This design comes from an exercise in tuning for small area and a short achievable clock period on the open sky130 flow, not from production work. RTL that was checked went through simulation tests only; none was proved equivalent to the original. For runs 1 and 4, only the layout was checked, not whether the RTL still works. Power is estimated from default activity; no workload was simulated.

`design.v`:
```
package doodlePkg;
	localparam logic [1:0] StMenu = 2'd0;
	localparam logic [1:0] StPlay = 2'd1;
	localparam logic [1:0] StPause = 2'd2;
	localparam logic [1:0] StOver = 2'd3;
	localparam logic [2:0] KcNone = 3'd0;
	localparam logic [2:0] KcLeftA = 3'd1;  
	localparam logic [2:0] KcLeftB = 3'd2;  
	localparam logic [2:0] KcRightA = 3'd3;  
	localparam logic [2:0] KcRightB = 3'd4;  
	localparam logic [2:0] KcStart = 3'd5;  
	localparam logic [2:0] KcPause = 3'd6;  
	localparam logic [7:0] SlotEasy = 8'd57;  
	localparam logic [7:0] SlotNormal = 8'd82;  
	localparam logic [7:0] SlotHard = 8'd107;  
endpackage
module keyDecoder
(
	input logic [7:0] keycode,
	input logic [2:0] lastKc,
	output logic [2:0] kc,  
	output logic leftKey,  
	output logic rightKey,
	output logic leftPress,  
	output logic rightPress,
	output logic startPress,
	output logic pausePress
);
	logic mLa, mLb, mRa, mRb, mS, mP;
	assign mLa = (keycode == 8'd4);
	assign mLb = (keycode == 8'd80);
	assign mRa = (keycode == 8'd7);
	assign mRb = (keycode == 8'd79);
	assign mS = (keycode == 8'd40);
	assign mP = (keycode == 8'd19);
	assign kc[0] = mLa | mRa | mS;
	assign kc[1] = mLb | mRa | mP;
	assign kc[2] = mRb | mS | mP;
	assign leftKey = mLa | mLb;
	assign rightKey = mRa | mRb;
	assign leftPress = (mLa & (lastKc != doodlePkg::KcLeftA)) | (mLb & (lastKc != doodlePkg::KcLeftB));
	assign rightPress = (mRa & (lastKc != doodlePkg::KcRightA)) | (mRb & (lastKc != doodlePkg::KcRightB));
	assign startPress = mS & (lastKc != doodlePkg::KcStart);
	assign pausePress = mP & (lastKc != doodlePkg::KcPause);
endmodule
module gameStateCtrl
(
	input logic [1:0] state,
	input logic [1:0] difficulty,
	input logic leftPress,
	input logic rightPress,
	input logic startPress,
	input logic pausePress,
	input logic floorHit,
	output logic [1:0] stateNext,
	output logic [1:0] difficultyNext
);
	always_comb
	begin
		stateNext = state;
		difficultyNext = difficulty;
		case (state)
			doodlePkg::StMenu:
			begin
				if (startPress)
					stateNext = doodlePkg::StPlay;
				if (rightPress)
					difficultyNext = (difficulty == 2'd0) ? 2'd1 : (difficulty == 2'd1) ? 2'd2 : 2'd0;
				else if (leftPress)
					difficultyNext = (difficulty == 2'd0) ? 2'd2 : (difficulty == 2'd2) ? 2'd1 : 2'd0;
			end
			doodlePkg::StPlay:
			begin
				if (floorHit)
					stateNext = doodlePkg::StOver;
				else if (pausePress)
					stateNext = doodlePkg::StPause;
			end
			doodlePkg::StPause:
			begin
				if (pausePress)
					stateNext = doodlePkg::StPlay;
			end
			default:
			begin
				if (startPress)
					stateNext = doodlePkg::StMenu;
			end
		endcase
	end
endmodule
module bitEq6
(
	input logic [5:0] a,
	input logic [5:0] b,
	output logic [5:0] eq
);
	assign eq = ~(a ^ b);
endmodule
module nand3Cell
(
	input logic a,
	input logic b,
	input logic c,
	output logic y
);
	assign y = ~(a & b & c);
endmodule
module nor3Cell
(
	input logic a,
	input logic b,
	input logic c,
	output logic y
);
	assign y = ~(a | b | c);
endmodule
module yCombine
(
	input logic a,
	input logic b,
	input logic c,
	input logic dn,
	output logic y
);
	assign y = ~((a & b) | (c & ~dn));
endmodule
module nand2bCell
(
	input logic a,
	input logic bn,
	output logic y
);
	assign y = ~(a & ~bn);
endmodule
module gNand2 (input logic a, input logic b, output logic y); assign y = ~(a & b); endmodule
module gNor2 (input logic a, input logic b, output logic y); assign y = ~(a | b); endmodule
module gOai21 (input logic a1, input logic a2, input logic b1, output logic y); assign y = ~((a1 | a2) & b1); endmodule
module gAoi21 (input logic a1, input logic a2, input logic b1, output logic y); assign y = ~((a1 & a2) | b1); endmodule
module gAoi31 (input logic a1, input logic a2, input logic a3, input logic b1, output logic y); assign y = ~((a1 & a2 & a3) | b1); endmodule
module ltTree8
(
	input logic [7:0] a,
	input logic [7:0] nb,
	input logic c1,
	input logic c0,
	input logic g2lo,  
	input logic p2lo,
	output logic lt
);
	logic [7:0] gn, pn;
	logic [3:0] g2, p2;
	logic [1:0] g4n, p4n;
	logic g8, p8;
	genvar i;
	generate
		for (i = 2; i < 8; i++)
		begin : gL0
			gNand2 cg (.a(a[i]), .b(nb[i]), .y(gn[i]));
			gNor2 cp (.a(a[i]), .b(nb[i]), .y(pn[i]));
		end
		for (i = 1; i < 4; i++)
		begin : gL1
			gOai21 cg (.a1(pn[2*i+1]), .a2(gn[2*i]), .b1(gn[2*i+1]), .y(g2[i]));
			gNor2 cp (.a(pn[2*i+1]), .b(pn[2*i]), .y(p2[i]));
		end
		for (i = 0; i < 2; i++)
		begin : gL2
			gAoi21 cg (.a1(p2[2*i+1]), .a2(g2[2*i]), .b1(g2[2*i+1]), .y(g4n[i]));
			gNand2 cp (.a(p2[2*i+1]), .b(p2[2*i]), .y(p4n[i]));
		end
	endgenerate
	assign g2[0] = g2lo;
	assign p2[0] = p2lo;
	gOai21 cg8 (.a1(p4n[1]), .a2(g4n[0]), .b1(g4n[1]), .y(g8));
	gNor2 cp8 (.a(p4n[1]), .b(p4n[0]), .y(p8));
	gAoi31 cOut (.a1(p8), .a2(c1), .a3(c0), .b1(g8), .y(lt));
endmodule
module gAo31 (input logic a1, input logic a2, input logic a3, input logic b1, output logic y); assign y = (a1 & a2 & a3) | b1; endmodule
module geTree8
(
	input logic [7:0] a,
	input logic [7:0] nb,
	input logic c1,
	input logic c0,
	input logic g2lo,  
	input logic p2lo,
	output logic ge
);
	logic [7:0] gn, pn;
	logic [3:0] g2, p2;
	logic [1:0] g4n, p4n;
	logic g8, p8;
	genvar i;
	generate
		for (i = 2; i < 8; i++)
		begin : gL0
			gNand2 cg (.a(a[i]), .b(nb[i]), .y(gn[i]));
			gNor2 cp (.a(a[i]), .b(nb[i]), .y(pn[i]));
		end
		for (i = 1; i < 4; i++)
		begin : gL1
			gOai21 cg (.a1(pn[2*i+1]), .a2(gn[2*i]), .b1(gn[2*i+1]), .y(g2[i]));
			gNor2 cp (.a(pn[2*i+1]), .b(pn[2*i]), .y(p2[i]));
		end
		for (i = 0; i < 2; i++)
		begin : gL2
			gAoi21 cg (.a1(p2[2*i+1]), .a2(g2[2*i]), .b1(g2[2*i+1]), .y(g4n[i]));
			gNand2 cp (.a(p2[2*i+1]), .b(p2[2*i]), .y(p4n[i]));
		end
	endgenerate
	assign g2[0] = g2lo;
	assign p2[0] = p2lo;
	gOai21 cg8 (.a1(p4n[1]), .a2(g4n[0]), .b1(g4n[1]), .y(g8));
	gNor2 cp8 (.a(p4n[1]), .b(p4n[0]), .y(p8));
	gAo31 cOut (.a1(p8), .a2(c1), .a3(c0), .b1(g8), .y(ge));
endmodule
module hitCombine
(
	input logic nY,
	input logic hiFail,
	input logic nmNeg,
	input logic loFail,
	output logic hit
);
	assign hit = ~((nmNeg & loFail) | nY | hiFail);
endmodule
module pairGP
(
	input logic [1:0] a,
	input logic [1:0] nb,
	output logic g2,
	output logic p2
);
	logic [1:0] gn, pn;
	gNand2 cg0 (.a(a[0]), .b(nb[0]), .y(gn[0]));
	gNor2 cp0 (.a(a[0]), .b(nb[0]), .y(pn[0]));
	gNand2 cg1 (.a(a[1]), .b(nb[1]), .y(gn[1]));
	gNor2 cp1 (.a(a[1]), .b(nb[1]), .y(pn[1]));
	gOai21 cg (.a1(pn[1]), .a2(gn[0]), .b1(gn[1]), .y(g2));
	gNor2 cp (.a(pn[1]), .b(pn[0]), .y(p2));
endmodule
module ge3
(
	input logic [2:0] a,
	input logic [2:0] nb,
	output logic ge
);
	logic c1, c2;
	assign c1 = a[0] | nb[0];
	assign c2 = (a[1] & nb[1]) | ((a[1] | nb[1]) & c1);
	assign ge = (a[2] & nb[2]) | ((a[2] | nb[2]) & c2);
endmodule
module gt3
(
	input logic [2:0] a,
	input logic [2:0] nb,
	output logic gt
);
	logic c1, c2;
	assign c1 = a[0] & nb[0];
	assign c2 = (a[1] & nb[1]) | ((a[1] | nb[1]) & c1);
	assign gt = (a[2] & nb[2]) | ((a[2] | nb[2]) & c2);
endmodule
module objHit
(
	input logic [20:0] obj,  
	input logic [5:0] aH,  
	input logic [5:0] aH1,  
	input logic [2:0] naL,  
	input logic nmNeg,  
	input logic [7:0] nm,  
	input logic [7:0] nn,  
	output logic hit
);
	logic [9:0] ox, oy;
	logic [5:0] xa, xb;
	logic nA1, nA2, nB1, nB2, off, eqA, eqB, geL, gtL, nY, loFail, hiFail;
	assign ox = obj[20:11];
	assign oy = obj[10:1];
	bitEq6 cXa (.a(oy[8:3]), .b(aH), .eq(xa));
	bitEq6 cXb (.a(oy[8:3]), .b(aH1), .eq(xb));
	nand3Cell cA1 (.a(xa[0]), .b(xa[1]), .c(xa[2]), .y(nA1));
	nand3Cell cA2 (.a(xa[3]), .b(xa[4]), .c(xa[5]), .y(nA2));
	nand3Cell cB1 (.a(xb[0]), .b(xb[1]), .c(xb[2]), .y(nB1));
	nand3Cell cB2 (.a(xb[3]), .b(xb[4]), .c(xb[5]), .y(nB2));
	nand2bCell cOff (.a(obj[0]), .bn(oy[9]), .y(off));  
	nor3Cell cEqA (.a(nA1), .b(nA2), .c(off), .y(eqA));
	nor3Cell cEqB (.a(nB1), .b(nB2), .c(off), .y(eqB));
	ge3 cGeL (.a(oy[2:0]), .nb(naL), .ge(geL));
	gt3 cGtL (.a(oy[2:0]), .nb(naL), .gt(gtL));
	yCombine cY (.a(eqA), .b(geL), .c(eqB), .dn(gtL), .y(nY));
	logic g2lo, p2lo;
	pairGP cPair (.a(ox[3:2]), .nb(nm[1:0]), .g2(g2lo), .p2(p2lo));
	ltTree8 cLo (.a(ox[9:2]), .nb(nm), .c1(ox[1]), .c0(1'b1), .g2lo(g2lo), .p2lo(p2lo), .lt(loFail));
	geTree8 cHi (.a(ox[9:2]), .nb(nn), .c1(ox[1]), .c0(ox[0]), .g2lo(g2lo), .p2lo(p2lo), .ge(hiFail));
	hitCombine cHit (.nY(nY), .hiFail(hiFail), .nmNeg(nmNeg), .loFail(loFail), .hit(hit));
endmodule
module hitDetector
(
	input logic [7:0] xk,  
	input logic [8:0] yA,  
	input logic [167:0] platforms,  
	input logic [41:0] springs,
	output logic [7:0] platHit,
	output logic [1:0] springHit
);
	logic [5:0] aH, aH1;
	logic [2:0] aL;
	assign aL = yA[2:0];
	assign aH = yA[8:3];
	genvar k;
	generate
		for (k = 0; k < 6; k++)
		begin : gInc
			if (k == 0)
			begin : gB0
				assign aH1[0] = ~aH[0];
			end
			else
			begin : gBk
				assign aH1[k] = aH[k] ^ (&aH[k-1:0]);
			end
		end
	endgenerate
	logic [8:0] pM, sM;
	logic [7:0] pN, sN;
	assign pM = {1'b0, xk} - 9'd14;
	assign pN = xk + 8'd14;
	assign sM = {1'b0, xk} - 9'd10;
	assign sN = xk + 8'd10;
	genvar i;
	generate
		for (i = 0; i < 8; i++)
		begin : gPlat
			objHit test (.obj(platforms[i*21 +: 21]), .aH(aH), .aH1(aH1), .naL(~aL),
				.nmNeg(~pM[8]), .nm(~pM[7:0]), .nn(~pN), .hit(platHit[i]));
		end
		for (i = 0; i < 2; i++)
		begin : gSpring
			objHit test (.obj(springs[i*21 +: 21]), .aH(aH), .aH1(aH1), .naL(~aL),
				.nmNeg(~sM[8]), .nm(~sM[7:0]), .nn(~sN), .hit(springHit[i]));
		end
	endgenerate
endmodule
module motionNewY
(
	input logic [8:0] y,
	input logic [5:0] sp,
	output logic [8:0] newY
);
	logic [9:0] c;
	assign c[0] = 1'b0;
	genvar i;
	generate
		for (i = 0; i < 9; i++)
		begin : gBit
			logic b;
			assign b = sp[(i < 5) ? i : 5];
			assign newY[i] = y[i] ^ b ^ c[i];
			assign c[i+1] = (y[i] & b) | (y[i] & c[i]) | (b & c[i]);
		end
	endgenerate
endmodule
module motionExcess
(
	input logic [8:0] newY,
	output logic below,
	output logic [7:0] excess
);
	assign below = (newY < 9'd268);
	assign excess = 8'd12 - newY[7:0];  
endmodule
module motionX
(
	input logic [7:0] xk,
	input logic [1:0] difficulty,
	input logic leftKey,
	input logic rightKey,
	input logic toSlot,
	input logic steer,
	output logic [7:0] xkNext
);
	logic [8:0] ones, zeros;
	logic [7:0] tog, slot, kill;
	logic goLeft, goRight, wrapLo, wrapHi;
	assign goLeft = steer & leftKey;
	assign goRight = steer & ~leftKey & rightKey;
	genvar i;
	generate
		for (i = 0; i <= 8; i++)
		begin : gRun
			if (i == 0)
			begin : gZ
				assign ones[0] = 1'b1;
				assign zeros[0] = 1'b1;
			end
			else
			begin : gN
				assign ones[i] = &xk[i-1:0];
				assign zeros[i] = ~|xk[i-1:0];
			end
		end
	endgenerate
	assign tog = ({8{goRight}} & ones[7:0]) | ({8{goLeft}} & zeros[7:0]);
	assign wrapLo = goLeft & zeros[8];
	assign wrapHi = goRight & (xk == 8'd159);
	assign kill = {wrapHi, wrapLo, wrapLo | wrapHi, 5'd0};
	always_comb
	begin
		case (difficulty)
			2'd0: slot = doodlePkg::SlotEasy;
			2'd1: slot = doodlePkg::SlotNormal;
			default: slot = doodlePkg::SlotHard;
		endcase
	end
	assign xkNext = toSlot ? slot : ((xk ^ tog) & ~kill);
endmodule
module motionFall
(
	input logic [5:0] sp,
	input logic gravStep,
	output logic [5:0] fallSpeed
);
	assign fallSpeed = (gravStep & (sp[5] | (sp < 6'd12))) ? sp + 6'd1 : sp;
endmodule
module doodleMotion
(
	input logic [1:0] state,
	input logic [1:0] difficulty,
	input logic leftKey,
	input logic rightKey,
	input logic platAny,
	input logic springAny,
	input logic [7:0] xk,  
	input logic [8:0] y,  
	input logic [5:0] sp,  
	input logic [1:0] gravCnt,
	input logic prevMenu,  
	output logic [7:0] xkNext,
	output logic [8:0] yNext,
	output logic [5:0] spNext,
	output logic [7:0] scrollNext,
	output logic clearScore,  
	output logic [1:0] gravCntNext,
	output logic floorHit
);
	logic menu, play, enterPlay, move, falling, onFloor, gravStep, below, rising, doScroll;
	logic bounce, landed;
	logic [8:0] newY;
	logic [7:0] excess;
	logic [5:0] fallSpeed;
	assign menu = (state == doodlePkg::StMenu);
	assign play = (state == doodlePkg::StPlay);
	assign enterPlay = play & prevMenu;
	assign move = play & ~prevMenu;  
	assign falling = ~sp[5];
	assign onFloor = (y >= 9'd475);  
	assign gravStep = (gravCnt == 2'd2);
	motionNewY addY (.y(y), .sp(sp), .newY(newY));
	motionExcess ex (.newY(newY), .below(below), .excess(excess));
	motionFall fall (.sp(sp), .gravStep(gravStep), .fallSpeed(fallSpeed));
	assign rising = sp[5] & below;  
	assign bounce = falling & onFloor;  
	assign landed = falling & (springAny | platAny | onFloor);
	assign floorHit = move & falling & ~springAny & ~platAny & onFloor;
	assign doScroll = move & ~landed & rising;
	motionX mx (.xk(xk), .difficulty(difficulty), .leftKey(leftKey), .rightKey(rightKey),
		.toSlot(menu), .steer(move & ~floorHit), .xkNext(xkNext));
	assign clearScore = menu | enterPlay;
	assign scrollNext = doScroll ? excess : 8'd0;
	always_comb
	begin
		yNext = y;
		spNext = sp;
		if (menu)
		begin
			if (bounce)
				spNext = 6'd52;  
			else
			begin
				yNext = newY;
				spNext = fallSpeed;
			end
		end
		else if (enterPlay)
		begin
			yNext = 9'd128;  
			spNext = '0;
		end
		else if (move)
		begin
			if (falling & springAny)
				spNext = 6'd44;  
			else if (falling & platAny)
				spNext = 6'd52;  
			else if (~(falling & onFloor))
			begin
				spNext = fallSpeed;
				yNext = rising ? 9'd268 : newY;  
			end
		end
	end
	assign gravCntNext = enterPlay ? 2'd0 : (menu | play) ? (gravStep ? 2'd0 : gravCnt + 2'd1) : gravCnt;
endmodule
module doodleGame
(
	input logic Reset,  
	input logic frame_clk,  
	input logic [7:0] keycode,
	input logic [167:0] platforms,  
	input logic [41:0] springs,  
	output logic [19:0] sprite,  
	output logic [9:0] speed,
	output logic [9:0] scroll,
	output logic [19:0] score,
	output logic [1:0] state,
	output logic [1:0] difficulty,
	output logic [7:0] platHit
);
	logic [2:0] lastKc, kc;
	logic [7:0] xk, xkNext;
	logic [8:0] ya, yNext;  
	logic [5:0] sp, spNext;
	logic [7:0] scroll8, scrollNext;
	logic [19:0] scoreBase;  
	logic clearScore;
	logic [1:0] gravCnt, gravCntNext, stateNext, difficultyNext;
	logic prevMenu;
	logic leftKey, rightKey, leftPress, rightPress, startPress, pausePress;
	logic floorHit;
	logic [1:0] springHit;
	keyDecoder keys
	(
		.keycode(keycode),
		.lastKc(lastKc),
		.kc(kc),
		.leftKey(leftKey),
		.rightKey(rightKey),
		.leftPress(leftPress),
		.rightPress(rightPress),
		.startPress(startPress),
		.pausePress(pausePress)
	);
	gameStateCtrl control
	(
		.state(state),
		.difficulty(difficulty),
		.leftPress(leftPress),
		.rightPress(rightPress),
		.startPress(startPress),
		.pausePress(pausePress),
		.floorHit(floorHit),
		.stateNext(stateNext),
		.difficultyNext(difficultyNext)
	);
	hitDetector detect
	(
		.xk(xk),
		.yA(ya),
		.platforms(platforms),
		.springs(springs),
		.platHit(platHit),
		.springHit(springHit)
	);
	doodleMotion motion
	(
		.state(state),
		.difficulty(difficulty),
		.leftKey(leftKey),
		.rightKey(rightKey),
		.platAny(|platHit),
		.springAny(|springHit),
		.xk(xk),
		.y(ya),
		.sp(sp),
		.gravCnt(gravCnt),
		.prevMenu(prevMenu),
		.xkNext(xkNext),
		.yNext(yNext),
		.spNext(spNext),
		.scrollNext(scrollNext),
		.clearScore(clearScore),
		.gravCntNext(gravCntNext),
		.floorHit(floorHit)
	);
	localparam logic [1:0] DiffRst = 2'd1;
	localparam logic [8:0] YaRst = 9'd128;  
	logic [1:0] diffQ;
	logic [7:0] xkQ;
	logic [8:0] yaQ;
	logic notPrevMenu;
	assign difficulty = diffQ ^ DiffRst;
	assign xk = xkQ ^ doodlePkg::SlotNormal;
	assign ya = yaQ ^ YaRst;
	assign prevMenu = ~notPrevMenu;
	always_ff @(posedge Reset or posedge frame_clk)
	begin
		if (frame_clk)
		begin
			lastKc <= doodlePkg::KcNone;
			state <= doodlePkg::StMenu;
			diffQ <= '0;
			xkQ <= '0;
			yaQ <= '0;
			sp <= '0;
			scroll8 <= '0;
			scoreBase <= '0;
			gravCnt <= '0;
			notPrevMenu <= 1'b0;
		end
		else
		begin
			lastKc <= kc;
			state <= stateNext;
			diffQ <= difficultyNext ^ DiffRst;
			xkQ <= xkNext ^ doodlePkg::SlotNormal;
			yaQ <= yNext ^ YaRst;
			sp <= spNext;
			scroll8 <= scrollNext;
			scoreBase <= clearScore ? 20'd0 : score;
			gravCnt <= gravCntNext;
			notPrevMenu <= (state != doodlePkg::StMenu);
		end
	end
	scoreAdd addScore (.base(scoreBase), .step(scroll8), .score(score));
	logic [8:0] yOut;
	ySub28 outY (.ya(ya), .y(yOut));
	assign sprite = {xk, 2'b10, 1'b0, yOut};
	assign speed = {{4{sp[5]}}, sp};
	assign scroll = {2'b00, scroll8};
endmodule
module scoreAdd
(
	input logic [19:0] base,
	input logic [7:0] step,
	output logic [19:0] score
);
	logic [8:0] low;
	logic [11:0] carry;
	assign low = {1'b0, base[7:0]} + {1'b0, step};
	assign carry[0] = low[8];
	genvar k;
	generate
		for (k = 1; k < 12; k++)
		begin : gCarry
			assign carry[k] = low[8] & (&base[8+k-1:8]);
		end
	endgenerate
	assign score = {base[19:8] ^ carry, low[7:0]};
endmodule
module ySub28
(
	input logic [8:0] ya,
	output logic [8:0] y
);
	assign y = ya - 9'd28;
endmodule
```
`config.mk`:
```
export PLATFORM = sky130hd
export DESIGN_NAME = doodleGame
export DESIGN_NICKNAME = doodleGame
export VERILOG_FILES = /design/flow/design.v
export SDC_FILE = /design/flow/constraint.sdc
export NUM_CORES = 4
export LEC_CHECK = 0
export CAP_MARGIN = 20
export CORE_MARGIN = 2
export CORE_UTILIZATION = 40
export CTS_BUF_LIST = sky130_fd_sc_hd__clkbuf_4 sky130_fd_sc_hd__clkbuf_8
export SETUP_SLACK_MARGIN = 4.5
export SLEW_MARGIN = 20
export SYNTH_HIERARCHICAL = 1
export SYNTH_MINIMUM_KEEP_SIZE = 0
```
`flow/run.sh`:
```
#!/bin/bash
set -e
export BUFFER_PORTS_ARGS="-buffer_cell sky130_fd_sc_hd__buf_1"
bash standard.sh > standard.log 2>&1
```
`standard.sh`:
```
#!/bin/bash
# synth_recipe.tcl (not shown) runs the flow's synth.tcl, then flattens the netlist and writes it again
# the make line also repeats each setting of config.mk as NAME=value (left out here)
make -C /OpenROAD-flow-scripts/flow DESIGN_CONFIG=/design/flow/config.mk WORK_HOME=/design/flow/orfs CLKGATE_MAP_FILE= SYNTH_SCRIPT=/design/flow/synth_recipe.tcl "${@:-finish}"
```
`constraint.sdc`:
```
create_clock -name core_clock -period 10.0 [get_ports {Reset}]
set_input_delay 2.0000 -clock core_clock [delete_from_list [all_inputs] [get_ports {Reset}]]
set_output_delay 2.0000 -clock core_clock [all_outputs]
set_load 0.01 [all_outputs]
```
==> results.sh, run 1 <==
export IMPL_hold_class="flop to flop"
export IMPL_buffer_ports_inserted=286
export IMPL_cap_violations=0
export IMPL_stdcell_count=2029
export IMPL_dpl_cells=2006
export IMPL_initial_utilization_pct=40.3
export IMPL_nets_final=1944
export IMPL_yosysMostFrequentCell="nor2_1"
export IMPL_syn_instance_count=1401
export IMPL_route_detailed_wl_per_inst_um=15.9
export IMPL_timing_critical_path_max_delay_family="compound AO/OA/AOI/OAI gates"
export IMPL_switching_power_mw=1.69
export IMPL_mappedNetlistArea_um2=9720
export IMPL_die_x_um=160
export IMPL_clock_power_share_pct=8.5
export IMPL_rows=57
export IMPL_postRouteWirelength_um=32300
export IMPL_worstSetupPathType="input port to output pin"
export IMPL_floorplan_io_pins=292
export IMPL_drt_first_iter_violations=887
export IMPL_die_area_um2=25600
export IMPL_worstSetupEndpointType="output pin"
export IMPL_fmax_mhz=189
export IMPL_synth_async_reset_ratio_pct=100
export IMPL_power_report_internal_total_mw=1.40
export IMPL_routed_via_count=10984
export IMPL_grt_total_usage_pct=24.1
export IMPL_syn_mean_instance_area_um2=6.93
export IMPL_slew_headroom_pct=40.3
export IMPL_firstDrtPassIters=8
export IMPL_status="complete, no violations"
export IMPL_worst_endpoint_required_ns=8.00
export IMPL_finalWeightedCongestion=0.920
export IMPL_tightestPinTransition_ns=0.891
export IMPL_number_of_buffer_and_inverter_stages_on_the_critical_path=2
export IMPL_worstPathArrival_ns=3.29
export IMPL_routed_via_density=5.41
export IMPL_fraction_of_the_yosys_area_taken_by_sequential_cells_pct=15.7
export IMPL_ys_flop_type="dfrtp_1"
export IMPL_floorplan_core_area_um2=24100
export IMPL_cts_root_buf="clkbuf_8"
export IMPL_numCtsBuffers=9
export IMPL_vertical_die_dimension_um=160
export IMPL_synth_largest_type_area_fraction_pct=15.7
export IMPL_synth_enable_flop_cells=0
export IMPL_multiInputGateArea_um2=7830
export IMPL_ratio_of_final_minimum_period_to_clock_period_pct=52.9
export IMPL_timing_critical_path_from_type="input port"
export IMPL_grt_antenna_before_repair=0
export IMPL_path_max_fanout=2
export IMPL_worst_clock_skew_ns=0.0146
export IMPL_crit_chain="buf_1, nand2_1, o21ai_1, a21oi_2, o21ai_1, a31oi_1, a211oi_2, buf_1"
export IMPL_final_period_minus_worst_setup_slack_ns=5.29
export IMPL_drv_slew=0
export IMPL_layout_drive_gt1_share_pct=10.5
export IMPL_areaGrowthSynthToFinish_pct=18.1
export IMPL_worst_path_max_delay_cell="o21ai_1"
export IMPL_report_final_hold_viol_count=0
export IMPL_cts_max_level=3
export IMPL_rsz0062_at_grt="no"
export IMPL_global_route_wire_length_before_repair_um=50200
export IMPL_postSynthRegisterBits=61
export IMPL_cts_tree="yes"
export IMPL_post_cts_hold_buffer_count=0
export IMPL_hpwlAfterDp_um=24600
export IMPL_clock_insertion_delay_worst_skew_ns=0.36
export IMPL_fillers=2556
export IMPL_remaining_drc_errors=0
export IMPL_grt_pass1_vias=9873
export IMPL_vdd_ir_drop_max_mv=0.146
export IMPL_cts_buffer_depth=2
export IMPL_grt_start_max_net_pins=62
export IMPL_grt_remaining_overflow=0
export IMPL_synth_cell_type_count=95
export IMPL_yosysWarnings=10
export IMPL_combinational_group_share_of_total_power_pct=79.2
export IMPL_post_synth_main_area_contributors="dfrtp_1 16%, xnor2_1 13%, nor2_1 10%"
export IMPL_antenna_violating_nets_post_route=0
export IMPL_setup_total_negative_slack_ns=0
export IMPL_netlist_top_cell_by_area="dfrtp_1"
export IMPL_post_layout_total_power_mw=3.09
export IMPL_tritoncts_num_sinks=61
export IMPL_clock_transition_at_the_register_clock_pins_on_the_worst_setup_and_hold_paths_after_cts_ns=0.07
export IMPL_cellLeakagePower_nw=4.34
export IMPL_setup_violations_final=0
export IMPL_timing_critical_path_slowest_cell_delay_ns=0.36
export IMPL_synth_top_cells_by_count="260 x nor2_1, 223 x nand2_1, 144 x xnor2_1, 104 x o21ai_1, 61 x dfrtp_1"
export IMPL_switching_share_pct=54.6
export IMPL_area_sequential_um2=1530
export IMPL_power_density_over_cell_area_nw_per_um2=270
export IMPL_sequential_group_share_of_total_power_pct=12.3
timing repair:
item,CTS,global route
setup buffers,0,3
hold endpoints to repair,0,0
cloned,0,1
gates resized for setup,3,4
pin swaps,0,0
endpoints found under the setup margin,8,7
routing by layer:
metal | routed length (µm) | part of all wire (%) | up-vias | global-route usage [%]
li1 | - | - | 5453 | -
met1 | 14900 | 46 | 5083 | 33.4
met2 | 14700 | 46 | 402 | 39.5
met3 | 1990 | 6.2 | 46 | 3.56
met4 | 609 | 1.9 | 0 | 5.94
met5 | 0 | 0 | - | 0
logic make-up after synthesis:
logic type / Yosys count / share of synthesized area [%]
DFF: 61 / 15.7
adders and majority gates: 27 / 4.10
AOI/OAI and AO/OA: 367 / 26.5
buffers and inverters: 83 / 4.19
and+or+nand+nor: 671 / 32.5
xor gates and xnor gates: 174 / 15.8
muxes: 6 / 0.734
other: 12 / 0.464
modules after synthesis (local to each module, per instance), excerpt:
module,cells inside,cell area [µm²]
gameStateCtrl,19,128
gAoi31,1,6.26
yCombine,2,16.3
ySub28,13,109
bitEq6,6,52.6
scoreAdd,72,567
hitDetector,66,453
ge3,4,22.5
nor3Cell,1,10.0
gNand2,1,3.75
gt3,4,22.5
gOai21,1,5.00
nand3Cell,1,5.00
motionExcess,22,138
gAoi21,1,8.76
gNor2,1,3.75
sequential cells by signal, indices dropped and copies added (netlist names):
| signal | flops |
|---|---|
| scoreBase | 20 |
| yaQ | 9 |
| scroll8 | 8 |
| xkQ | 8 |
| sp | 6 |
| lastKc | 3 |
| diffQ | 2 |
| gravCnt | 2 |
| state | 2 |
| notPrevMenu | 1 |
final cells by class:
| type | count | area share, % |
|---|---|---|
| sequential | 61 | 13.3 |
| clock inverter | 5 | 0.720 |
| timing repair inverter | 1 | 0.0654 |
| timing repair buffer | 312 | 11.1 |
| tap | 324 | 3.53 |
| inverter | 52 | 1.77 |
| antenna | 3 | 0.0654 |
| clock buffer | 11 | 1.32 |
| multi-input combinational | 1260 | 68.2 |
path summary, 6_finish.rpt:
| path | endpoint | from | slack [ns] | cells after the start |
|---|---|---|---|---|
| max | platHit[2] | platforms[55] | 4.71 | 8 |
| min | gravCnt[1]$_DFF_PP0_ | gravCnt[0]$_DFF_PP0_ | 0.54 | 1 |
| max reg2reg | yaQ[2]$_DFF_PP0_ | yaQ[0]$_DFF_PP0_ | 5.17 | 14 |
| min reg2reg | gravCnt[1]$_DFF_PP0_ | gravCnt[0]$_DFF_PP0_ | 0.54 | 1 |
| max in group asynchronous | yaQ[4]$_DFF_PP0_ | frame_clk | 7.65 | 3 |
| min in group asynchronous | scoreBase[15]$_DFF_PP0_ | frame_clk | 1.84 | 3 |
per-stage QoR:
| stage | hold WS [ns] | util (%) | instance area (µm²) | worst slack [ns] |
|---|---|---|---|---|
| final | 0.536 | 47.6 | 11500 | 4.71 |
| after global routing | 0.556 | 47.6 | 11500 | 4.55 |
| after CTS | 0.539 | 47.4 | 11400 | 4.58 |
| after detailed placement | 0.522 | 46.3 | 11200 | 4.69 |
| after global placement | 0.504 | 46.3 | 11200 | 4.70 |
| after floorplan | 0.495 | - | 9730 | 5.13 |
worst reg2reg max path: cells and delay by family (launching register included):
kind	cells	cell delay, ns
flip-flops	1	0.47
AND/OR/NAND/NOR	4	0.80
AO/OA/AOI/OAI	2	0.38
adder cells (fa/ha/maj)	8	3.11
layout by cell type (no fill, tap or decap), types with 26 or more instances in the layout:
master / instances
a21oi_2: 44
buf_1: 286
buf_4: 26
inv_1: 47
dfrtp_1: 61
nand2_1: 223
nor2_1: 260
xor2_1: 28
nand3_1: 51
a21oi_1: 37
o21ai_1: 104
nor2b_1: 27
xnor2_1: 144
power by group through the flow:
stage	Sequential (mW)	Clock, mW	Combinational [mW]
floorplan	0.417	0	1.78
global placement	0.381	0	2.38
detailed placement	0.382	0	2.41
CTS	0.379	0.268	2.42
global route	0.391	0.280	2.72
finish	0.381	0.262	2.45
==> run 2, diff against run 1 <==
--- a/design.v
+++ b/design.v
@@ -423,5 +423,20 @@
 	output logic [5:0] fallSpeed
 );
-	assign fallSpeed = (gravStep & (sp[5] | (sp < 6'd12))) ? sp + 6'd1 : sp;
+	logic inc;
+	assign inc = gravStep & (sp[5] | ~(sp[3] & sp[2]));
+	genvar k;
+	generate
+		for (k = 0; k < 6; k++)
+		begin : gInc
+			if (k == 0)
+			begin : gB0
+				assign fallSpeed[0] = sp[0] ^ inc;
+			end
+			else
+			begin : gBk
+				assign fallSpeed[k] = sp[k] ^ (inc & (&sp[k-1:0]));
+			end
+		end
+	endgenerate
 endmodule
 module doodleMotion
@@ -470,38 +485,44 @@
 	assign clearScore = menu | enterPlay;
 	assign scrollNext = doScroll ? excess : 8'd0;
-	always_comb
-	begin
-		yNext = y;
-		spNext = sp;
-		if (menu)
-		begin
-			if (bounce)
-				spNext = 6'd52;  
-			else
-			begin
-				yNext = newY;
-				spNext = fallSpeed;
-			end
-		end
-		else if (enterPlay)
-		begin
-			yNext = 9'd128;  
-			spNext = '0;
-		end
-		else if (move)
-		begin
-			if (falling & springAny)
-				spNext = 6'd44;  
-			else if (falling & platAny)
-				spNext = 6'd52;  
-			else if (~(falling & onFloor))
-			begin
-				spNext = fallSpeed;
-				yNext = rising ? 9'd268 : newY;  
-			end
-		end
-	end
+	logic yNew, yLine, yStart, spFall, sp12, sp20, spZero;
+	assign yNew = (menu & ~bounce) | (move & ~landed & ~rising);
+	assign yLine = doScroll;  
+	assign yStart = enterPlay;  
+	assign spFall = (menu & ~bounce) | (move & ~landed);
+	assign sp12 = (menu & bounce) | (move & falling & ~springAny & platAny);
+	assign sp20 = move & falling & springAny;
+	assign spZero = enterPlay;
+	selY sy (.y(y), .newY(newY), .selNew(yNew), .selLine(yLine), .selStart(yStart), .yNext(yNext));
+	selSpeed ss (.sp(sp), .fallSpeed(fallSpeed), .selFall(spFall), .sel12(sp12), .sel20(sp20),
+		.selZero(spZero), .spNext(spNext));
 	assign gravCntNext = enterPlay ? 2'd0 : (menu | play) ? (gravStep ? 2'd0 : gravCnt + 2'd1) : gravCnt;
 endmodule
+module selY
+(
+	input logic [8:0] y,
+	input logic [8:0] newY,
+	input logic selNew,
+	input logic selLine,
+	input logic selStart,
+	output logic [8:0] yNext
+);
+	logic hold;
+	assign hold = ~(selNew | selLine | selStart);
+	assign yNext = ({9{selNew}} & newY) | ({9{hold}} & y) | ({9{selLine}} & 9'd268) | ({9{selStart}} & 9'd128);
+endmodule
+module selSpeed
+(
+	input logic [5:0] sp,
+	input logic [5:0] fallSpeed,
+	input logic selFall,
+	input logic sel12,
+	input logic sel20,
+	input logic selZero,
+	output logic [5:0] spNext
+);
+	logic hold;
+	assign hold = ~(selFall | sel12 | sel20 | selZero);
+	assign spNext = ({6{selFall}} & fallSpeed) | ({6{hold}} & sp) | ({6{sel12}} & 6'd52) | ({6{sel20}} & 6'd44);
+endmodule
 module doodleGame
 (
--- a/config.mk
+++ b/config.mk
@@ -10,5 +10,5 @@
 export CORE_UTILIZATION = 40
 export CTS_BUF_LIST = sky130_fd_sc_hd__clkbuf_4 sky130_fd_sc_hd__clkbuf_8
-export SETUP_SLACK_MARGIN = 4.5
+export SETUP_SLACK_MARGIN = 4.3
 export SLEW_MARGIN = 20
 export SYNTH_HIERARCHICAL = 1
==> run 2 against run 1 <==
Net effect:
- wire length down 3.3%
- register-to-register slack worse by 0.40 ns
- count of clock-buffer cells in the layout rose by 1
- global-route usage is 0.071 points lower
- fmax down 2.2%
- total power decreased by 1.3%
- critical path type is now flop to output pin
- critical endpoint unchanged
- highest routed layer is now met5
==> results.sh, run 2 <==
export IMPL_status="complete, no violations"
export IMPL_final_period_minus_worst_setup_slack_ns=5.41
export IMPL_place_worst_setup_slack_ns=4.49
export IMPL_slew_headroom_pct=40.5
export IMPL_global_route_wire_length_before_repair_um=48000
export IMPL_max_flop_register="scoreBase"
export IMPL_fillers=2486
export IMPL_worst_clock_skew_ns=0.0102
export IMPL_vertical_die_dimension_um=158
export IMPL_postSynthRegisterBits=61
export IMPL_die_area_um2=25000
export IMPL_mappedNetlistArea_um2=9510
export IMPL_fmax_mhz=185
export IMPL_buffer_ports_inserted=286
export IMPL_cap_violations=0
export IMPL_cellLeakagePower_nw=4.27
export IMPL_sequential_group_share_of_total_power_pct=12.9
export IMPL_synth_cell_type_count=88
export IMPL_combinational_group_share_of_total_power_pct=80.0
export IMPL_layout_setup_ws_ns=4.59
export IMPL_post_synth_main_area_contributors="dfrtp_1 16%, xnor2_1 13%, nor2_1 10%"
export IMPL_synth_async_reset_ratio_pct=100
export IMPL_drv_slew=0
export IMPL_tightestPinTransition_ns=0.889
export IMPL_nets_final=1905
export IMPL_cts_max_level=3
export IMPL_remaining_drc_errors=0
export IMPL_routed_via_density=5.31
export IMPL_worst_path_max_delay_cell="xor2_1"
export IMPL_power_density_over_cell_area_nw_per_um2=273
export IMPL_timing_hold_ws_ns=0.576
export IMPL_finalWeightedCongestion=0.925
export IMPL_power_report_internal_total_mw=1.39
export IMPL_fraction_of_the_yosys_area_taken_by_sequential_cells_pct=16.0
export IMPL_worstSetupPathType="flop to output pin"
export IMPL_area_sequential_um2=1530
export IMPL_grt_total_usage_pct=24.0
export IMPL_grt_remaining_overflow=0
export IMPL_die_x_um=158
export IMPL_timing_critical_path_max_delay_family="buffers and inverters"
export IMPL_post_layout_total_power_mw=3.05
export IMPL_floorplan_core_area_um2=23400
export IMPL_grt_pass1_vias=9392
export IMPL_postRouteWirelength_um=31200
export IMPL_cts_root_buf="clkbuf_8"
export IMPL_clock_insertion_delay_worst_skew_ns=0.35
export IMPL_multiInputGateArea_um2=7610
export IMPL_grt_start_max_net_pins=62
export IMPL_routed_via_count=10549
export IMPL_hold_class="flop to flop"
export IMPL_largest_register_ffs=20
export IMPL_areaGrowthSynthToFinish_pct=17.5
export IMPL_firstDrtPassIters=5
export IMPL_rows=56
export IMPL_timing_critical_path_slowest_cell_delay_ns=0.49
export IMPL_timing_critical_path_from_type="flop"
export IMPL_setup_total_negative_slack_ns=0
export IMPL_synth_enable_flop_cells=0
export IMPL_syn_instance_count=1366
export IMPL_setup_violations_final=0
export IMPL_grt_antenna_before_repair=5
export IMPL_yosysWarnings=9
export IMPL_ys_flop_type="dfrtp_1"
export IMPL_vdd_ir_drop_max_mv=0.205
export IMPL_crit_chain="buf_4, ha_1, and3_1, ha_1, xor2_1, buf_4, xnor2_1, nand3_1, nor3_2, a22oi_2, a211oi_2, buf_1"
export IMPL_synth_largest_type_area_fraction_pct=16.0
export IMPL_worst_endpoint_required_ns=8.00
export IMPL_syn_mean_instance_area_um2=6.96
export IMPL_rsz0062_at_grt="no"
export IMPL_report_final_hold_viol_count=0
export IMPL_mostFrequentLayoutCell="buf_1"
export IMPL_cts_buffer_depth=2
export IMPL_tritoncts_num_sinks=61
export IMPL_route_detailed_wl_per_inst_um=15.7
export IMPL_post_cts_hold_buffer_count=0
export IMPL_netlist_top_cell_by_area="dfrtp_1"
export IMPL_numCtsBuffers=9
export IMPL_clock_transition_at_the_register_clock_pins_on_the_worst_setup_and_hold_paths_after_cts_ns=0.07
export IMPL_clock_power_share_pct=7.1
export IMPL_worstPathArrival_ns=3.41
export IMPL_cts_tree="yes"
export IMPL_worst_r2r_setup_slack_ns=4.77
export IMPL_floorplan_io_pins=292
export IMPL_ratio_of_final_minimum_period_to_clock_period_pct=54.1
export IMPL_switching_share_pct=54.6
export IMPL_switching_power_mw=1.67
export IMPL_worstSetupEndpointType="output pin"
export IMPL_hpwlAfterDp_um=24500
export IMPL_initial_utilization_pct=40.7
export IMPL_number_of_buffer_and_inverter_stages_on_the_critical_path=3
export IMPL_drt_first_iter_violations=656
export IMPL_synth_top_cells_by_count="266 x nor2_1, 218 x nand2_1, 143 x xnor2_1, 103 x o21ai_1, 61 x dfrtp_1"
export IMPL_biggestRegsByFlops="scoreBase (20), yaQ (9)"
export IMPL_most_common_layout_cells="286 x buf_1, 266 x nor2_1, 218 x nand2_1, 143 x xnor2_1, 103 x o21ai_1"
export IMPL_yosysMostFrequentCell="nor2_1"
export IMPL_path_max_fanout=18
export IMPL_layout_drive_gt1_share_pct=10.8
export IMPL_antenna_violating_nets_post_route=0
[run 2: cell count changes in the layout (fill, tap and decap cells not counted), sizes merged, moves of 3 or more]
cell	before	now
a31oi	19	13
nand2	223	219
a21oi	81	72
a221oi	5	2
buf	312	309
nor2	260	268
o21ai	128	120
a21o	6	3
a221o	1	7
inv	50	44
and2b	1	7
[run 2: worst register-to-register path, cell delays in order, from the launching register on]
cell	delay, ns
dfrtp_1	0.45
ha_1	0.22
fa_1	0.38
fa_1	0.41
fa_1	0.39
fa_1	0.39
fa_1	0.39
fa_1	0.42
fa_1	0.56
nand3b_1	0.15
nand2_1	0.09
nor2b_1	0.12
o21ai_0	0.09
a211oi_1	0.29
buf_4	0.26
nor2_1	0.11
a221o_2	0.37
[run 2: final timing paths]
check,startpoint,end,depth (start not counted)
setup / recovery,yaQ[3]$_DFF_PP0_,platHit[2],12
hold / removal,gravCnt[0]$_DFF_PP0_,gravCnt[1]$_DFF_PP0_,2
setup reg to reg,sp[0]$_DFF_PP0_,yaQ[8]$_DFF_PP0_,16
hold reg to reg,gravCnt[0]$_DFF_PP0_,gravCnt[1]$_DFF_PP0_,2
max in group asynchronous,frame_clk,scoreBase[10]$_DFF_PP0_,3
min in group asynchronous,frame_clk,scoreBase[15]$_DFF_PP0_,3
[run 2: metal layers]
layer / part of all wire [%] / global-route usage, %
met1: 44 / 31.9
met2: 46 / 40.0
met3: 6.9 / 4.79
met4: 2.2 / 6.01
met5: 0.038 / 0
[run 2: kinds of logic after synthesis]
family	share of synthesized area, %
AOI/OAI and AO/OA	24.8
xor gates and xnor gates	16.2
adders and majority gates	4.18
buffers and inverters	4.25
DFF	16.0
muxes	0.473
other	0.473
and+or+nand+nor	33.6
[run 2: what timing repair did]
item / CTS / global route
buffers inserted: 0 / 0
endpoints found under the setup margin: 0 / 14
gates resized for setup: 0 / 2
[run 2: power by group through the flow]
stage	Combinational [mW]	Sequential [mW]	Clock, mW
2_1_floorplan	1.83	0.416	0
3_3_place_gp	2.39	0.400	0
3_5_place_dp	2.43	0.400	0
4_1_cts	2.44	0.395	0.220
5_1_grt	2.72	0.407	0.231
6_report	2.44	0.395	0.216
[run 2: modules after synthesis (local to each module, per instance), a selection]
module	cell area, µm²	flip-flops and latches	cells
motionNewY	176	0	9
ySub28	109	0	13
gOai21	5.00	0	1
gAoi21	8.76	0	1
selSpeed	118	0	15
keyDecoder	239	0	35
yCombine	16.3	0	2
bitEq6	52.6	0	6
nor3Cell	10.0	0	1
[run 2: final cells by class]
type / count / share of cell area, %
tap: 319 / 3.57
multi-input combinational: 1231 / 68.1
inverter: 46 / 1.58
clock buffer: 12 / 1.48
sequential: 61 / 13.7
timing repair buffer: 309 / 11.2
antenna: 5 / 0.112
clock inverter: 4 / 0.280
[run 2: stage by stage]
step / util, % / std cells / area, µm²
after global routing: 47.7 / 1985 / 11200
after floorplan: - / 1369 / 9530
after detailed placement: 46.7 / 1965 / 10900
after global placement: 46.7 / 1965 / 10900
final: 47.7 / 1987 / 11200
after CTS: 47.6 / 1981 / 11100
==> run 3, diff against run 2 <==
--- a/config.mk
+++ b/config.mk
@@ -10,5 +10,5 @@
 export CORE_UTILIZATION = 40
 export CTS_BUF_LIST = sky130_fd_sc_hd__clkbuf_4 sky130_fd_sc_hd__clkbuf_8
-export SETUP_SLACK_MARGIN = 4.3
+export SETUP_SLACK_MARGIN = 4.5
 export SLEW_MARGIN = 20
 export SYNTH_HIERARCHICAL = 1
==> run 3 against run 2 <==
Net effect:
- wire length is 0.56% higher
- total power rose by 0.59%
- die area stayed put
- largest power group unchanged
- still clean
- highest routed layer unchanged
- cell count hardly changed
==> results.sh, run 3 <==
export IMPL_largest_register_ffs=20
export IMPL_clock_insertion_delay_worst_skew_ns=0.35
export IMPL_mostFrequentLayoutCell="buf_1"
export IMPL_post_synth_main_area_contributors="dfrtp_1 16%, xnor2_1 13%, nor2_1 10%"
export IMPL_global_route_wire_length_before_repair_um=48200
export IMPL_timing_critical_path_from_type="input port"
export IMPL_slew_headroom_pct=39.3
export IMPL_yosysWarnings=9
export IMPL_mappedNetlistArea_um2=9510
export IMPL_post_cts_hold_buffer_count=0
export IMPL_place_worst_setup_slack_ns=4.49
export IMPL_syn_instance_count=1366
export IMPL_worst_r2r_startpoint="sp[0]$_DFF_PP0_"
export IMPL_grt_antenna_before_repair=5
export IMPL_tritoncts_num_sinks=61
export IMPL_firstDrtPassIters=5
export IMPL_postSynthRegisterBits=61
export IMPL_worst_clock_skew_ns=0.00989
export IMPL_buffer_ports_inserted=286
export IMPL_report_final_hold_viol_count=0
export IMPL_tightestPinTransition_ns=0.908
export IMPL_ys_flop_type="dfrtp_1"
export IMPL_remaining_drc_errors=0
export IMPL_rsz0062_at_grt="no"
export IMPL_setup_violations_final=0
export IMPL_syn_mean_instance_area_um2=6.96
export IMPL_post_cts_repair_setup_buffers=0
export IMPL_areaGrowthSynthToFinish_pct=17.9
export IMPL_drv_slew=0
export IMPL_antenna_violating_nets_post_route=0
export IMPL_worstSetupEndpointType="output pin"
export IMPL_worst_setup_path_startpoint="platforms[49]"
export IMPL_synth_async_reset_ratio_pct=100
export IMPL_grt_start_max_net_pins=62
export IMPL_finalWeightedCongestion=0.925
export IMPL_cap_violations=0
export IMPL_nets_final=1906
export IMPL_worstPathArrival_ns=3.27
export IMPL_synth_cell_type_count=88
export IMPL_routed_via_count=10604
export IMPL_drt_first_iter_violations=697
export IMPL_post_synth_fa_ha_maj_area_fraction_pct=4.18
export IMPL_post_synth_and_or_nand_nor_area_fraction_pct=33.6
export IMPL_postLayoutCoreUtil_pct=47.9
export IMPL_setup_total_negative_slack_ns=0
export IMPL_hold_class="flop to flop"
export IMPL_fmax_mhz=190
export IMPL_layout_drive_gt1_share_pct=10.9
export IMPL_cts_root_buf="clkbuf_8"
export IMPL_initial_utilization_pct=40.7
export IMPL_numCtsBuffers=9
export IMPL_grt_total_usage_pct=24.2
export IMPL_cellLeakagePower_nw=4.27
export IMPL_floorplan_io_pins=292
export IMPL_stdcell_count=1988
export IMPL_grt_remaining_overflow=0
export IMPL_status="complete, no violations"
export IMPL_synth_enable_flop_cells=0
export IMPL_most_common_layout_cells="286 x buf_1, 266 x nor2_1, 218 x nand2_1, 143 x xnor2_1, 103 x o21ai_1"
export IMPL_clock_transition_at_the_register_clock_pins_on_the_worst_setup_and_hold_paths_after_cts_ns=0.07
export IMPL_vdd_ir_drop_max_mv=0.203
export IMPL_path_max_fanout=2
export IMPL_synth_compound_gate_area_share_pct=24.8
export IMPL_synth_top_cells_by_count="266 x nor2_1, 218 x nand2_1, 143 x xnor2_1, 103 x o21ai_1, 61 x dfrtp_1"
export IMPL_ratio_of_final_minimum_period_to_clock_period_pct=52.7
export IMPL_max_flop_register="scoreBase"
export IMPL_fraction_of_the_yosys_area_taken_by_sequential_cells_pct=16.0
export IMPL_postRouteWirelength_um=31400
export IMPL_cts_buffer_depth=2
export IMPL_die_area_um2=25000
export IMPL_synth_xor_area_share_pct=16.2
export IMPL_cts_max_level=3
export IMPL_hpwlAfterDp_um=24500
export IMPL_combinational_family_with_the_most_area_after_synthesis="simple AND/OR/NAND/NOR gates"
export IMPL_floorplan_core_area_um2=23400
export IMPL_netlist_top_cell_by_area="dfrtp_1"
export IMPL_yosysMostFrequentCell="nor2_1"
export IMPL_dpl_cells=1965
export IMPL_hold_start="gravCnt[0]$_DFF_PP0_"
export IMPL_grt_pass1_vias=9417
export IMPL_final_period_minus_worst_setup_slack_ns=5.27
export IMPL_route_detailed_wl_per_inst_um=15.8
export IMPL_biggestRegsByFlops="scoreBase (20), yaQ (9)"
export IMPL_worst_endpoint_required_ns=8.00
export IMPL_worstSetupPathType="input port to output pin"
export IMPL_power_density_over_cell_area_nw_per_um2=274
export IMPL_routed_via_density=5.33
export IMPL_vertical_die_dimension_um=158
export IMPL_cts_tree="yes"
export IMPL_layout_setup_ws_ns=4.73
export IMPL_die_x_um=158
export IMPL_synth_largest_type_area_fraction_pct=16.0
export IMPL_synthMuxAreaShare_pct=0.473
export IMPL_rows=56
-- run 3: cell counts after synthesis --
Identical to the previous run, type by type.
-- run 3: final cells by class --
class | instances | area [µm²]
tap | 319 | 399
inverter | 46 | 176
sequential | 61 | 1530
timing repair buffer | 309 | 1250
timing repair inverter | 1 | 7.51
fill | 2485 | 12200
multi-input combinational | 1231 | 7650
clock inverter | 4 | 31.3
clock buffer | 12 | 165
antenna | 5 | 12.5
-- run 3: final timing paths --
path,to,slack [ns],cells after the start
min reg2reg,gravCnt[1]$_DFF_PP0_,0.57,2
max in group asynchronous,scoreBase[10]$_DFF_PP0_,7.63,3
min in group asynchronous,scoreBase[15]$_DFF_PP0_,1.84,3
max,platHit[2],4.73,7
max reg2reg,yaQ[8]$_DFF_PP0_,4.79,16
min,gravCnt[1]$_DFF_PP0_,0.57,2
-- run 3: modules after synthesis, one instance, submodules excluded, a selection --
module,area (µm²),flip-flops and latches
scoreAdd,567,0
objHit,3.75,0
hitCombine,12.5,0
gNor2,3.75,0
gt3,22.5,0
nand3Cell,5.00,0
motionX,407,0
hitDetector,453,0
yCombine,16.3,0
selY,163,0
gameStateCtrl,128,0
gOai21,5.00,0
gAo31,8.76,0
nand2bCell,6.26,0
keyDecoder,239,0
gAoi21,8.76,0
-- run 3: where the power goes --
part / switching, mW / internal [mW]
Sequential: 0.0963 / 0.298
Clock: 0.105 / 0.111
Combinational: 1.47 / 0.987
Total: 1.68 / 1.40
-- run 3: cell families after synthesis --
kind of cell    count (synthesis)
xor+xnor                      174
fa+ha+maj                      27
mux                             4
buf+inv                        77
compound gates                333
simple gates                  678
flops                          61
other cells                    12
-- run 3: timing repair --
item | in CTS | in global routing
gates cloned | 1 | 0
setup endpoints to repair | 11 | 8
resized for setup | 3 | 4
-- run 3: per-layer routing --
layer	up-vias	share of wire [%]	track usage, %
met5	-	0.038	0
met4	2	2.3	6.01
met3	51	7.1	4.79
met2	329	46	40.3
met1	4929	44	32.1
li1	5293	-	-
-- run 3: stage by stage --
| step | total power [mW] | cell area (µm²) | hold WS (ns) |
|---|---|---|---|
| 4_1_cts | 3.06 | 11100 | 0.576 |
| 3_5_place_dp | 2.83 | 10900 | 0.566 |
| 3_3_place_gp | 2.79 | 10900 | 0.547 |
| 5_1_grt | 3.38 | 11200 | 0.603 |
| 2_1_floorplan | 2.25 | 9530 | 0.530 |
| 6_report | 3.07 | 11200 | 0.573 |
-- run 3: worst max-delay path: stages --
cell and delay (ns):
buf_1 0.14, xnor2_1 0.13, nand3_1 0.13, nor3_2 0.27
a22oi_2 0.13, a211oi_2 0.27, buf_1 0.20
==> run 4, diff against run 3 <==
--- a/design.v
+++ b/design.v
@@ -107,22 +107,16 @@
 	assign y = ~(a & b & c);
 endmodule
-module nor3Cell
-(
-	input logic a,
-	input logic b,
-	input logic c,
-	output logic y
-);
-	assign y = ~(a | b | c);
-endmodule
 module yCombine
 (
-	input logic a,
-	input logic b,
-	input logic c,
-	input logic dn,
-	output logic y
+	input logic nA1,
+	input logic nA2,
+	input logic nB1,
+	input logic nB2,
+	input logic off,
+	input logic geL,
+	input logic gtL,
+	output logic nY
 );
-	assign y = ~((a & b) | (c & ~dn));
+	assign nY = ~((~(nA1 | nA2 | off) & geL) | (~(nB1 | nB2 | off) & ~gtL));
 endmodule
 module nand2bCell
@@ -276,5 +270,5 @@
 	logic [9:0] ox, oy;
 	logic [5:0] xa, xb;
-	logic nA1, nA2, nB1, nB2, off, eqA, eqB, geL, gtL, nY, loFail, hiFail;
+	logic nA1, nA2, nB1, nB2, off, geL, gtL, nY, loFail, hiFail;
 	assign ox = obj[20:11];
 	assign oy = obj[10:1];
@@ -286,9 +280,7 @@
 	nand3Cell cB2 (.a(xb[3]), .b(xb[4]), .c(xb[5]), .y(nB2));
 	nand2bCell cOff (.a(obj[0]), .bn(oy[9]), .y(off));  
-	nor3Cell cEqA (.a(nA1), .b(nA2), .c(off), .y(eqA));
-	nor3Cell cEqB (.a(nB1), .b(nB2), .c(off), .y(eqB));
 	ge3 cGeL (.a(oy[2:0]), .nb(naL), .ge(geL));
 	gt3 cGtL (.a(oy[2:0]), .nb(naL), .gt(gtL));
-	yCombine cY (.a(eqA), .b(geL), .c(eqB), .dn(gtL), .y(nY));
+	yCombine cY (.nA1(nA1), .nA2(nA2), .nB1(nB1), .nB2(nB2), .off(off), .geL(geL), .gtL(gtL), .nY(nY));
 	logic g2lo, p2lo;
 	pairGP cPair (.a(ox[3:2]), .nb(nm[1:0]), .g2(g2lo), .p2(p2lo));
==> run 4 against run 3 <==
Net effect:
- still clean on timing, DRC and antenna
- combinational power about the same
- global-route usage increased by 0.13 points
- first-iteration DRC count decreased by 12%
- total power increased by 0.39%
- fmax decreased by 1.0%
- non-clock buffer count decreased by 1
- die area decreased by 1.2%
- clock power increased by 8%
- via count decreased by 0.59%
- synthesized cell count decreased by 0.73%
- count of clock-buffer cells in the layout decreased by 1
- critical path depth unchanged
- largest cell class unchanged
==> results.sh, run 4 <==
export IMPL_dpl_cells=1955
export IMPL_post_cts_repair_setup_buffers=0
export IMPL_nets_final=1895
export IMPL_largest_register_ffs=20
export IMPL_stdcell_count=1973
export IMPL_setup_violations_final=0
export IMPL_worst_r2r_setup_slack_ns=4.91
export IMPL_setup_total_negative_slack_ns=0
export IMPL_cellLeakagePower_nw=4.24
export IMPL_place_worst_setup_slack_ns=4.40
export IMPL_routed_via_density=5.34
export IMPL_buffer_ports_inserted=286
export IMPL_mappedNetlistArea_um2=9400
export IMPL_routed_via_count=10541
export IMPL_fraction_of_the_yosys_area_taken_by_sequential_cells_pct=16.2
export IMPL_mostFrequentLayoutCell="buf_1"
export IMPL_rows=56
export IMPL_remaining_drc_errors=0
export IMPL_yosysMostFrequentCell="nor2_1"
export IMPL_hpwlAfterDp_um=24100
export IMPL_syn_instance_count=1356
export IMPL_drt_first_iter_violations=616
export IMPL_worst_setup_path_startpoint="platforms[131]"
export IMPL_clock_transition_at_the_register_clock_pins_on_the_worst_setup_and_hold_paths_after_cts_ns=0.07
export IMPL_status="complete, no violations"
export IMPL_finalWeightedCongestion=0.863
export IMPL_postLayoutCoreUtil_pct=47.8
export IMPL_die_area_um2=24700
export IMPL_grt_total_usage_pct=24.3
export IMPL_die_x_um=157
export IMPL_power_density_over_cell_area_nw_per_um2=278
export IMPL_fmax_mhz=188
export IMPL_yosysWarnings=9
export IMPL_ratio_of_final_minimum_period_to_clock_period_pct=53.2
export IMPL_cap_violations=0
export IMPL_postSynthRegisterBits=61
export IMPL_final_period_minus_worst_setup_slack_ns=5.32
export IMPL_timing_critical_path_from_type="input port"
export IMPL_cts_buffer_depth=2
export IMPL_drv_slew=0
export IMPL_netlist_top_cell_by_area="dfrtp_1"
export IMPL_synth_async_reset_ratio_pct=100
export IMPL_grt_start_max_net_pins=62
export IMPL_slew_headroom_pct=38.2
export IMPL_worst_r2r_startpoint="sp[0]$_DFF_PP0_"
export IMPL_initial_utilization_pct=40.4
export IMPL_worstSetupPathType="input port to output pin"
export IMPL_number_of_cells_on_the_worst_reg_to_reg_path=16
export IMPL_grt_pass1_vias=9646
export IMPL_vertical_die_dimension_um=157
export IMPL_ys_flop_type="dfrtp_1"
export IMPL_firstDrtPassIters=7
export IMPL_syn_mean_instance_area_um2=6.93
export IMPL_worst_clock_skew_ns=0.00890
export IMPL_report_final_hold_viol_count=0
export IMPL_hold_class="flop to flop"
export IMPL_most_common_layout_cells="286 x buf_1, 276 x nor2_1, 218 x nand2_1, 143 x xnor2_1, 103 x o21ai_1"
export IMPL_floorplan_io_pins=292
export IMPL_route_detailed_wl_per_inst_um=15.8
export IMPL_floorplan_core_area_um2=23300
export IMPL_synth_enable_flop_cells=0
export IMPL_numCtsBuffers=9
export IMPL_post_synth_main_area_contributors="dfrtp_1 16%, xnor2_1 13%, nor2_1 11%"
export IMPL_biggestRegsByFlops="scoreBase (20), yaQ (9)"
export IMPL_grt_antenna_before_repair=2
export IMPL_areaGrowthSynthToFinish_pct=18.2
export IMPL_rsz0062_at_grt="no"
export IMPL_worstPathArrival_ns=3.32
export IMPL_synth_cell_type_count=86
export IMPL_grt_remaining_overflow=0
export IMPL_global_route_wire_length_before_repair_um=48000
export IMPL_end_point_of_the_critical_path="platHit[6]"
export IMPL_layout_setup_ws_ns=4.68
export IMPL_synth_largest_type_area_fraction_pct=16.2
export IMPL_fillers=2488
export IMPL_post_layout_total_power_mw=3.08
export IMPL_reg2reg_to="yaQ[3]$_DFF_PP0_"
export IMPL_postRouteWirelength_um=31200
export IMPL_vdd_ir_drop_max_mv=0.223
export IMPL_post_cts_hold_buffer_count=0
export IMPL_synth_top_cells_by_count="276 x nor2_1, 218 x nand2_1, 143 x xnor2_1, 103 x o21ai_1, 61 x dfrtp_1"
export IMPL_worst_endpoint_required_ns=8.00
export IMPL_layout_drive_gt1_share_pct=9.86
export IMPL_worstSetupEndpointType="output pin"
export IMPL_cts_tree="yes"
export IMPL_tightestPinTransition_ns=0.924
export IMPL_cts_root_buf="clkbuf_8"
export IMPL_path_max_fanout=2
export IMPL_cts_max_level=3
export IMPL_tritoncts_num_sinks=61
export IMPL_max_flop_register="scoreBase"
export IMPL_antenna_violating_nets_post_route=0
export IMPL_clock_insertion_delay_worst_skew_ns=0.35
[run 4: changes by cell type in the layout (fill, tap and decap cells not counted), moves of 4 or more]
cell / change
nor3_2: -20
diode_2: -4
nor4_1: +10
nor2_1: +10
inv_1: -10
a22oi_2: -10
nor4b_2: +10
[run 4: cell type report]
type                       count  area [µm²]  area share (%)
inverter                      36         139            1.25
clock buffer                  11         151            1.36
timing repair inverter         1        7.51          0.0676
clock inverter                 5        58.8           0.529
antenna                        1        2.50          0.0225
sequential                    61        1530            13.7
timing repair buffer         308        1240            11.2
multi-input combinational   1231        7580            68.2
tap                          319         399            3.59
[run 4: per-module statistics from Yosys (local to each module, per instance), a selection]
module	cells	copies in the design	cell area, µm²
hitDetector	66	1	453
hitCombine	1	10	12.5
gNand2	1	180	3.75
doodleGame	117	1	1860
motionExcess	22	1	138
ge3	4	10	22.5
[run 4: critical path, stage by stage]
cell and delay [ns]:
buf_1 0.18, xnor2_1 0.15, nand3_1 0.13, nor4_1 0.28, nor2_1 0.13, a211oi_2 0.23, buf_1 0.22
[run 4: kinds of logic (layout without fill, tap and decap cells)]
kind of cell | after synthesis | in the layout | share of synthesized area [%]
compound gates | 323 | 323 | 23.8
other cells | 12 | 16 | 0.479
fa+ha+maj | 27 | 27 | 4.23
simple gates | 688 | 688 | 34.5
buf+inv | 67 | 361 | 3.90
mux | 4 | 4 | 0.479
xor+xnor | 174 | 174 | 16.4
flops | 61 | 61 | 16.2
[run 4: worst min path at each step]
stage,start,end,cells past startpoint
final,gravCnt[0]$_DFF_PP0_,gravCnt[1]$_DFF_PP0_,2
after global routing,gravCnt[0]$_DFF_PP0_,gravCnt[1]$_DFF_PP0_,2
after CTS,gravCnt[0]$_DFF_PP0_,gravCnt[1]$_DFF_PP0_,2
after detailed placement,gravCnt[0]$_DFF_PP0_,gravCnt[1]$_DFF_PP0_,2
after global placement,gravCnt[0]$_DFF_PP0_,gravCnt[1]$_DFF_PP0_,2
after floorplan,xkQ[5]$_DFF_PP0_,xkQ[5]$_DFF_PP0_,1
[run 4: what timing repair did]
action / 4_1_cts / 5_1_grt
endpoints found under the hold margin: 0 / 0
gates cloned: 0 / 1
endpoints found under the setup margin: 10 / 8
resized for setup: 4 / 7
[run 4: metrics by stage]
stage | hold slack, ns | instance area [µm²]
after floorplan | 0.530 | 9410
after global placement | 0.548 | 10800
after detailed placement | 0.554 | 10800
after CTS | 0.564 | 11000
after global routing | 0.620 | 11100
final | 0.559 | 11100
[run 4: routing by layer]
| layer | part of all wire, % | GRT usage [%] |
|---|---|---|
| met3 | 7.2 | 4.46 |
| met4 | 1.9 | 6.58 |
| met1 | 44 | 31.7 |
| met5 | 0.11 | 0 |
| met2 | 47 | 41.2 |
[run 4: power breakdown]
part / internal (mW) / switching (mW) / leakage (nW) / total (mW)
clock network: 0.129 / 0.106 / 0.102 / 0.234
registers: 0.299 / 0.100 / 0.796 / 0.399
logic: 0.988 / 1.46 / 3.34 / 2.45
total: 1.42 / 1.67 / 4.24 / 3.08

[what the ideal ports hide]
Ports are ideal in the flow. The routed layouts listed here were re-timed in OpenROAD.
Step 1 (the two cells are an assumption about what drives the block):
set clk [get_ports {Reset}]
set_driving_cell -lib_cell sky130_fd_sc_hd__clkbuf_16 $clk
set_driving_cell -lib_cell sky130_fd_sc_hd__buf_2 [delete_from_list [all_inputs] $clk]
Step 2, shift: input delay + t, output delay - t, t = (earliest + latest rising clock arrival at the registers) / 2. This alone moves slack from input paths to output paths.
Slacks: ideal ports / drivers / drivers and shift; pairs: ideal ports / drivers.
| run | t, ns | setup WS [ns] | slew at the worst register clock pin (ns) |
|---|---|---|---|
| run 1 | 0.391 | 4.711 / 4.682 / 4.683 | 0.08 / 0.08 |
| run 2 | 0.374 | 4.591 / 4.560 / 4.697 | 0.07 / 0.07 |
| run 3 | 0.377 | 4.731 / 4.690 / 4.690 | 0.07 / 0.07 |
| run 4 | 0.381 | 4.678 / 4.653 / 4.653 | 0.08 / 0.08 |
After both steps every run listed still meets setup and hold. For run 3, which loses most, drivers alone change the setup slack by -0.041 ns; drivers and shift together by -0.041 ns.
